Background: an optimization exercise with open tools, aiming at small area, a short achievable clock period and few clock cycles per item. Do not read the settings as production practice.
Only simulation tests tie the RTL to the original design; equivalence was not proved.

==> run P: inputs <==
==> flow/design.v (excerpt) <==
module nearest_free_value_allocator_top #(
	parameter int MaxRanges = nfva_pkg::MaxRangesDefault
) (
	input  logic        clk,
	input  logic        arst_n,
	input  logic        in_valid,
	output logic        in_stall,
	input  logic        req_type,
	input  logic [31:0] range_low,
	input  logic [31:0] range_high,
	input  logic [31:0] wanted_value,
	output logic        out_valid,
	input  logic        out_stall,
	output logic [31:0] granted_value,
	output logic [1:0]  status
);
make LEC_CHECK=0 CAP_MARGIN=20 CORE_MARGIN=2 CORE_UTILIZATION=30 SETUP_SLACK_MARGIN=3 SLEW_MARGIN=20 finish   # period 10.0 ns
run.sh (not shown) runs the stock make flow with config.mk's settings and CLKGATE_MAP_FILE= SYNTH_SCRIPT=/design/flow/synth_recipe.tcl, a recipe that flattens the netlist after the stock synthesis.
==> run A (differences from run P) <==
--- a/flow/design.v
+++ b/flow/design.v
@@ -75,17 +75,14 @@
 	input  logic [31:0] wanted_value,
 	output logic        out_valid,
 	input  logic        out_stall,
 	output logic [31:0] granted_value,
 	output logic [1:0]  status,
 	output logic        adv,       
 	output logic        proc,      
-	output logic        d_valid,
-	input  logic        hz,        
-	input  logic        hz_next,   
 	output logic [31:0] w_key,
 	output logic        d_kind,
 	output logic [31:0] d_key,
 	output logic [31:0] d_hi,
 	input  logic [31:0] res_value,
 	input  logic [1:0]  res_status
 );
@@ -95,16 +92,15 @@
 	logic [31:0] w_hi;
 	logic [33:0] f0_q, f1_q;
 	logic        acc, pop;
 	logic [1:0]  cnt_d;
 	logic        wv_d, dv_d;
 	assign in_stall  = stall_q;
 	assign acc       = in_valid && !stall_q;
-	assign proc      = dv_q && !cnt_q[1] && !hz;
-	assign d_valid   = dv_q;
+	assign proc      = dv_q && !cnt_q[1];
 	assign adv       = wv_q && (!dv_q || proc);
 	assign out_valid = (cnt_q != 2'd0);
 	assign pop       = out_valid && !out_stall;
 	assign {status, granted_value} = f0_q;
 	assign cnt_d = cnt_q + {1'b0, proc} - {1'b0, pop};
 	assign wv_d  = acc || (wv_q && !adv);
 	assign dv_d  = adv || (dv_q && !proc);
@@ -114,15 +110,15 @@
 			dv_q <= 1'b0;
 			stall_q <= 1'b0;
 			cnt_q <= 2'd0;
 		end else begin
 			wv_q <= wv_d;
 			dv_q <= dv_d;
 			cnt_q <= cnt_d;
-			stall_q <= wv_d && dv_d && (cnt_d == 2'd2 || hz_next);
+			stall_q <= wv_d && dv_d && (cnt_d == 2'd2);
 		end
 	end
 	always_ff @(posedge clk) begin
 		if (acc) begin
 			w_kind <= req_type;
 			w_key  <= req_type ? wanted_value : range_low;
 			w_hi   <= range_high;
@@ -143,111 +139,82 @@
 module nfva_datapath #(
 	parameter int MaxRanges = nfva_pkg::MaxRangesDefault
 ) (
 	input  logic        clk,
 	input  logic        arst_n,
 	input  logic        adv,
 	input  logic        proc,
-	input  logic        d_valid,
-	output logic        hz,        
-	output logic        hz_next,   
 	input  logic [31:0] w_key,
 	input  logic        d_kind,
 	input  logic [31:0] d_key,
 	input  logic [31:0] d_hi,
 	output logic [31:0] res_value,
 	output logic [1:0]  res_status
 );
 	localparam int N = MaxRanges;
 	logic [N-1:0]    v_q;             
 	logic [N-1:0]    st_q;            
 	logic [31:0]     lo [N];
 	logic [31:0]     hi [N];
-	logic [N-1:0]    stn;             
-	always_comb for (int i = 0; i < N; i++) stn[i] = st_q[(i + 1) % N];
-	logic [31:0]  f_key;              
-	logic [N-1:0] fr;                 
-	logic [N-1:0] ft, fb, fh, fa;
-	assign f_key = hz ? d_key : w_key;
+	logic [N-1:0] traw_d, traw_q;     
 	always_comb begin
 		for (int i = 0; i < N; i++) begin
 			logic [1:0] c;
-			c = nfva_pkg::cmp32(lo[i], f_key);
-			fr[i] = !c[1];
-			ft[i] = v_q[i] && fr[i];
-		end
-		for (int i = 0; i < N; i++) begin
-			fb[i] = ft[i] && (!ft[(i + 1) % N] || stn[i]);
-			fh[i] = !ft[i] && (st_q[i] || ft[(i + N - 1) % N]);
-			fa[i] = fh[i] && v_q[i];
+			c = nfva_pkg::cmp32(lo[i], w_key);
+			traw_d[i] = !c[1];
 		end
 	end
-	logic [31:0] fb_lo, fb_hi, fa_lo, fa_hi;
+	logic [N-1:0] lo_left, lo_bus, hi_left, hi_bus;
+	logic [N-1:0] lo_left_q, lo_bus_q;
+	logic         bus_le_d, bus_le_q;    
+	logic [N-1:0] tr;                 
+	always_ff @(posedge clk) begin
+		traw_q <= adv ? traw_d : tr;
+		lo_left_q <= lo_left;
+		lo_bus_q  <= lo_bus;
+		bus_le_q  <= bus_le_d;
+	end
+	logic [N-1:0] t;                  
+	logic [N-1:0] tp, tn, stn;        
+	logic [N-1:0] bsel, asel, here;
 	always_comb begin
-		fb_lo = '0; fb_hi = '0; fa_lo = '0; fa_hi = '0;
 		for (int i = 0; i < N; i++) begin
-			fb_lo |= {32{fb[i]}} & lo[i];
-			fb_hi |= {32{fb[i]}} & hi[i];
-			fa_lo |= {32{fa[i]}} & lo[i];
-			fa_hi |= {32{fa[i]}} & hi[i];
+			tr[i] = lo_left_q[i] ? traw_q[(i + N - 1) % N] :
+			        lo_bus_q[i]  ? bus_le_q : traw_q[i];
+			t[i] = v_q[i] && tr[i];
 		end
-	end
-	logic [N-1:0] dr_q;               
-	logic [31:0]  b_lo_q, b_hi_q, a_lo_q, a_hi_q;
-	logic         has_b_q, has_a_q;
-	logic [N-1:0] u_left_q, u_bus_q;  
-	logic         u_le_q;             
-	logic         u_ins_q, u_del_q, u_lo_q, u_hi_q;
-	logic         u_xb_q, u_xa_q, u_h_q;
-	logic [31:0]  u_lo_v_q, u_hi_v_q, u_e_hi_q;
-	logic [N-1:0] dr, t, tp, bsel, asel, here;
-	always_comb begin
 		for (int i = 0; i < N; i++) begin
-			dr[i] = u_left_q[i] ? dr_q[(i + N - 1) % N] :
-			        u_bus_q[i]  ? u_le_q : dr_q[i];
-			t[i] = v_q[i] && dr[i];
+			tp[i]  = t[(i + N - 1) % N];
+			tn[i]  = t[(i + 1) % N];
+			stn[i] = st_q[(i + 1) % N];
 		end
-		for (int i = 0; i < N; i++) tp[i] = t[(i + N - 1) % N];
 		for (int i = 0; i < N; i++) begin
-			bsel[i] = t[i] && (!t[(i + 1) % N] || stn[i]);
+			bsel[i] = t[i] && (!tn[i] || stn[i]);
 			here[i] = !t[i] && (st_q[i] || tp[i]);
 			asel[i] = here[i] && v_q[i];
 		end
 	end
-	logic        ins_e, e_below, e_above;
-	logic [31:0] bm_lo, bm_hi, am_lo, am_hi;
 	logic [31:0] b_lo, b_hi, a_lo, a_hi;
-	logic        has_b, has_a;
-	assign ins_e   = u_ins_q && u_h_q;
-	assign e_below = ins_e && u_le_q;
-	assign e_above = ins_e && !u_le_q;
-	assign hz = d_valid && ((u_del_q && (u_xb_q || u_xa_q)) ||
-	                                (u_lo_q && u_xb_q && !u_le_q));
-	assign bm_lo = (u_lo_q && u_xb_q) ? u_lo_v_q : b_lo_q;
-	assign bm_hi = (u_hi_q && u_xb_q) ? u_hi_v_q : b_hi_q;
-	assign am_lo = (u_lo_q && u_xa_q) ? u_lo_v_q : a_lo_q;
-	assign am_hi = (u_hi_q && u_xa_q) ? u_hi_v_q : a_hi_q;
 	always_comb begin
-		if (e_below) begin
-			b_lo = u_lo_v_q; b_hi = u_e_hi_q; has_b = 1'b1;
-		end else begin
-			b_lo = bm_lo; b_hi = bm_hi; has_b = has_b_q;
-		end
-		if (e_above) begin
-			a_lo = u_lo_v_q; a_hi = u_e_hi_q; has_a = 1'b1;
-		end else begin
-			a_lo = am_lo; a_hi = am_hi; has_a = has_a_q;
+		b_lo = '0; b_hi = '0; a_lo = '0; a_hi = '0;
+		for (int i = 0; i < N; i++) begin
+			b_lo |= {32{bsel[i]}} & lo[i];
+			b_hi |= {32{bsel[i]}} & hi[i];
+			a_lo |= {32{asel[i]}} & lo[i];
+			a_hi |= {32{asel[i]}} & hi[i];
 		end
 	end
-	logic full, empty, in_b;
+	logic has_b, has_a, full, empty, in_b;
 	logic ge_bh, le_al, bad, b_eq_lo, b_eq_hi, b_single, a_single, below_wins;
 	logic [1:0] c_bk, c_ah, c_kh;
 	assign c_bk = nfva_pkg::cmp32(b_hi, d_key);
 	assign c_ah = nfva_pkg::cmp32(a_lo, d_hi);
 	assign c_kh = nfva_pkg::cmp32(d_key, d_hi);
+	assign has_b = |t;
+	assign has_a = |asel;
 	assign full  = &v_q;
 	assign empty = !(|v_q);
 	assign ge_bh = !c_bk[0];
 	assign le_al = !c_ah[1];
 	assign bad   = c_kh[1];
 	assign in_b  = has_b && ge_bh;
 	assign b_eq_lo = (b_lo == d_key);
@@ -298,15 +265,20 @@
 			else op_whi_b = 1'b1;
 		end else begin
 			res_value = a_lo;
 			if (a_single) op_del_a = 1'b1;
 			else op_wlo_a = 1'b1;
 		end
 	end
-	logic [N-1:0] lo_left, lo_bus, hi_left, hi_bus, v_d, st_d, vp;
+	logic [1:0] c_kw, c_aw;
+	assign c_kw = nfva_pkg::cmp32(d_key, w_key);
+	assign c_aw = nfva_pkg::cmp32(a_lo, w_key);
+	assign bus_le_d = (d_kind == nfva_pkg::REQ_LOAD) ? !c_kw[1] :
+	                  in_b ? c_kw[0] : c_aw[0];
+	logic [N-1:0] v_d, st_d, vp;
 	logic         op_del;
 	assign op_del = op_del_b || op_del_a;
 	always_comb begin
 		for (int i = 0; i < N; i++) vp[i] = v_q[(i + N - 1) % N];
 		for (int i = 0; i < N; i++) begin
 			logic sh;
 			sh = (op_ins && vp[i] && !tp[i] && !st_q[i]) ||
@@ -339,56 +311,14 @@
 		nfva_ram u_ent (
 			.clk(clk), .lo_left(lo_left[i]), .lo_bus(lo_bus[i]),
 			.hi_left(hi_left[i]), .hi_bus(hi_bus[i]),
 			.left_lo(lo[(i + N - 1) % N]), .left_hi(hi[(i + N - 1) % N]),
 			.bus_lo(bus_lo), .bus_hi(bus_hi),
 			.lo(lo[i]), .hi(hi[i]));
 	end
-	logic r_bb, r_ba, r_ab, r_aa, r_h, x_is_a;
-	assign r_bb = |(bsel & fb);
-	assign r_ba = |(bsel & fa);
-	assign r_ab = |(asel & fb);
-	assign r_aa = |(asel & fa);
-	assign r_h  = |(here & fh);
-	assign x_is_a = op_del_a || op_wlo_a;
-	logic [1:0] c_kw, c_aw;
-	logic       le_w;
-	assign c_kw = nfva_pkg::cmp32(d_key, w_key);
-	assign c_aw = nfva_pkg::cmp32(a_lo, w_key);
-	assign le_w = (d_kind == nfva_pkg::REQ_LOAD) ? !c_kw[1] :
-	              in_b ? c_kw[0] : c_aw[0];
-	logic u_xb_d, u_xa_d;
-	assign u_xb_d = x_is_a ? r_ab : r_bb;
-	assign u_xa_d = x_is_a ? r_aa : r_ba;
-	assign hz_next = proc && ((op_del && (u_xb_d || u_xa_d)) ||
-	                          ((op_wlo_a || op_wlo_b) && u_xb_d && !le_w));
-	always_ff @(posedge clk) begin
-		if (adv || hz) begin
-			dr_q <= fr;
-			b_lo_q <= fb_lo; b_hi_q <= fb_hi; a_lo_q <= fa_lo; a_hi_q <= fa_hi;
-			has_b_q <= |fb; has_a_q <= |fa;
-		end else begin
-			dr_q <= dr;
-			b_lo_q <= b_lo; b_hi_q <= b_hi; a_lo_q <= a_lo; a_hi_q <= a_hi;
-			has_b_q <= has_b; has_a_q <= has_a;
-		end
-		u_left_q <= lo_left;
-		u_bus_q  <= lo_bus;
-		u_le_q   <= le_w;
-		u_ins_q  <= proc && op_ins;
-		u_del_q  <= proc && op_del;
-		u_lo_q   <= proc && (op_wlo_a || op_wlo_b);
-		u_hi_q   <= proc && op_whi_b;
-		u_xb_q   <= u_xb_d;
-		u_xa_q   <= u_xa_d;
-		u_h_q    <= r_h;
-		u_lo_v_q <= bus_lo;
-		u_hi_v_q <= bus_hi;
-		u_e_hi_q <= (d_kind == nfva_pkg::REQ_LOAD) ? d_hi : b_hi;
-	end
 endmodule
 `timescale 1ns / 1ps
 module nearest_free_value_allocator_top #(
 	parameter int MaxRanges = nfva_pkg::MaxRangesDefault
 ) (
 	input  logic        clk,
 	input  logic        arst_n,
@@ -399,25 +329,24 @@
 	input  logic [31:0] range_high,
 	input  logic [31:0] wanted_value,
 	output logic        out_valid,
 	input  logic        out_stall,
 	output logic [31:0] granted_value,
 	output logic [1:0]  status
 );
-	logic        adv, proc, d_valid, hz, hz_next, d_kind;
+	logic        adv, proc, d_kind;
 	logic [31:0] w_key, d_key, d_hi, res_value;
 	logic [1:0]  res_status;
 	nfva_ctrl u_ctrl (
 		.clk(clk), .arst_n(arst_n),
 		.in_valid(in_valid), .in_stall(in_stall), .req_type(req_type),
 		.range_low(range_low), .range_high(range_high), .wanted_value(wanted_value),
 		.out_valid(out_valid), .out_stall(out_stall),
 		.granted_value(granted_value), .status(status),
-		.adv(adv), .proc(proc), .d_valid(d_valid), .hz(hz), .hz_next(hz_next),
-		.w_key(w_key), .d_kind(d_kind), .d_key(d_key), .d_hi(d_hi),
+		.adv(adv), .proc(proc), .w_key(w_key),
+		.d_kind(d_kind), .d_key(d_key), .d_hi(d_hi),
 		.res_value(res_value), .res_status(res_status));
 	nfva_datapath #(.MaxRanges(MaxRanges)) u_dp (
-		.clk(clk), .arst_n(arst_n), .adv(adv), .proc(proc), .d_valid(d_valid),
-		.hz(hz), .hz_next(hz_next), .w_key(w_key),
+		.clk(clk), .arst_n(arst_n), .adv(adv), .proc(proc), .w_key(w_key),
 		.d_kind(d_kind), .d_key(d_key), .d_hi(d_hi),
 		.res_value(res_value), .res_status(res_status));
 endmodule
==> flow/config.mk (replaced) <==
export PLATFORM = sky130hd
export DESIGN_NAME = nearest_free_value_allocator_top
export DESIGN_NICKNAME = nearest_free_value_allocator_top
export VERILOG_FILES = /design/flow/design.v
export SDC_FILE = /design/flow/constraint.sdc
export NUM_CORES = 4
export LEC_CHECK = 0
export CAP_MARGIN = 20
export CORE_MARGIN = 2
export CORE_UTILIZATION = 40
export SLEW_MARGIN = 20
==> summary.txt <==
Clock Path Buffers: run P 5; run A 4
Placed cells: run P 50,600; run A 41,800
Die span in y: run P 992 um; run A 831 um
RD Place Congestion: run P 1.22; run A 1.48
Post-cts gate resize count: run P 604; run A 7
Post-synthesis share of cell area spent on and, or, nand and nor gates: run P 15.7%; run A 18.4%
Complex-gate fraction of the synthesized area: run P 37.2%; run A 32.1%
Register area share after synthesis: run P 33.9%; run A 34.7%
CTS Buf Count: run P 649; run A 568
Synthesized Nets: run P 37,700; run A 32,300
Row count: run P 363; run A 303
Starting density of the core: run P 30.0%; run A 40.2%
Outcome: run P stopped before the end; run A stopped before the end
Stage where the flow stopped: run P 5_1_grt; run A 5_1_grt
Area share of xor/xnor cells in the synthesized design: run P 0.410%; run A 0.410%
Post-placement worst setup slack: run P -0.223 ns; run A -0.315 ns
Cell area after technology mapping: run P 0.293 mm2; run A 0.274 mm2
Buffers inserted by post-CTS timing repair: run P 396; run A 0
Testbench counts of run P, summed over its fixed seeds: cycles 2,448, items 2,400.
Testbench counts of run A, summed over its fixed seeds: cycles 2,424, items 2,400.
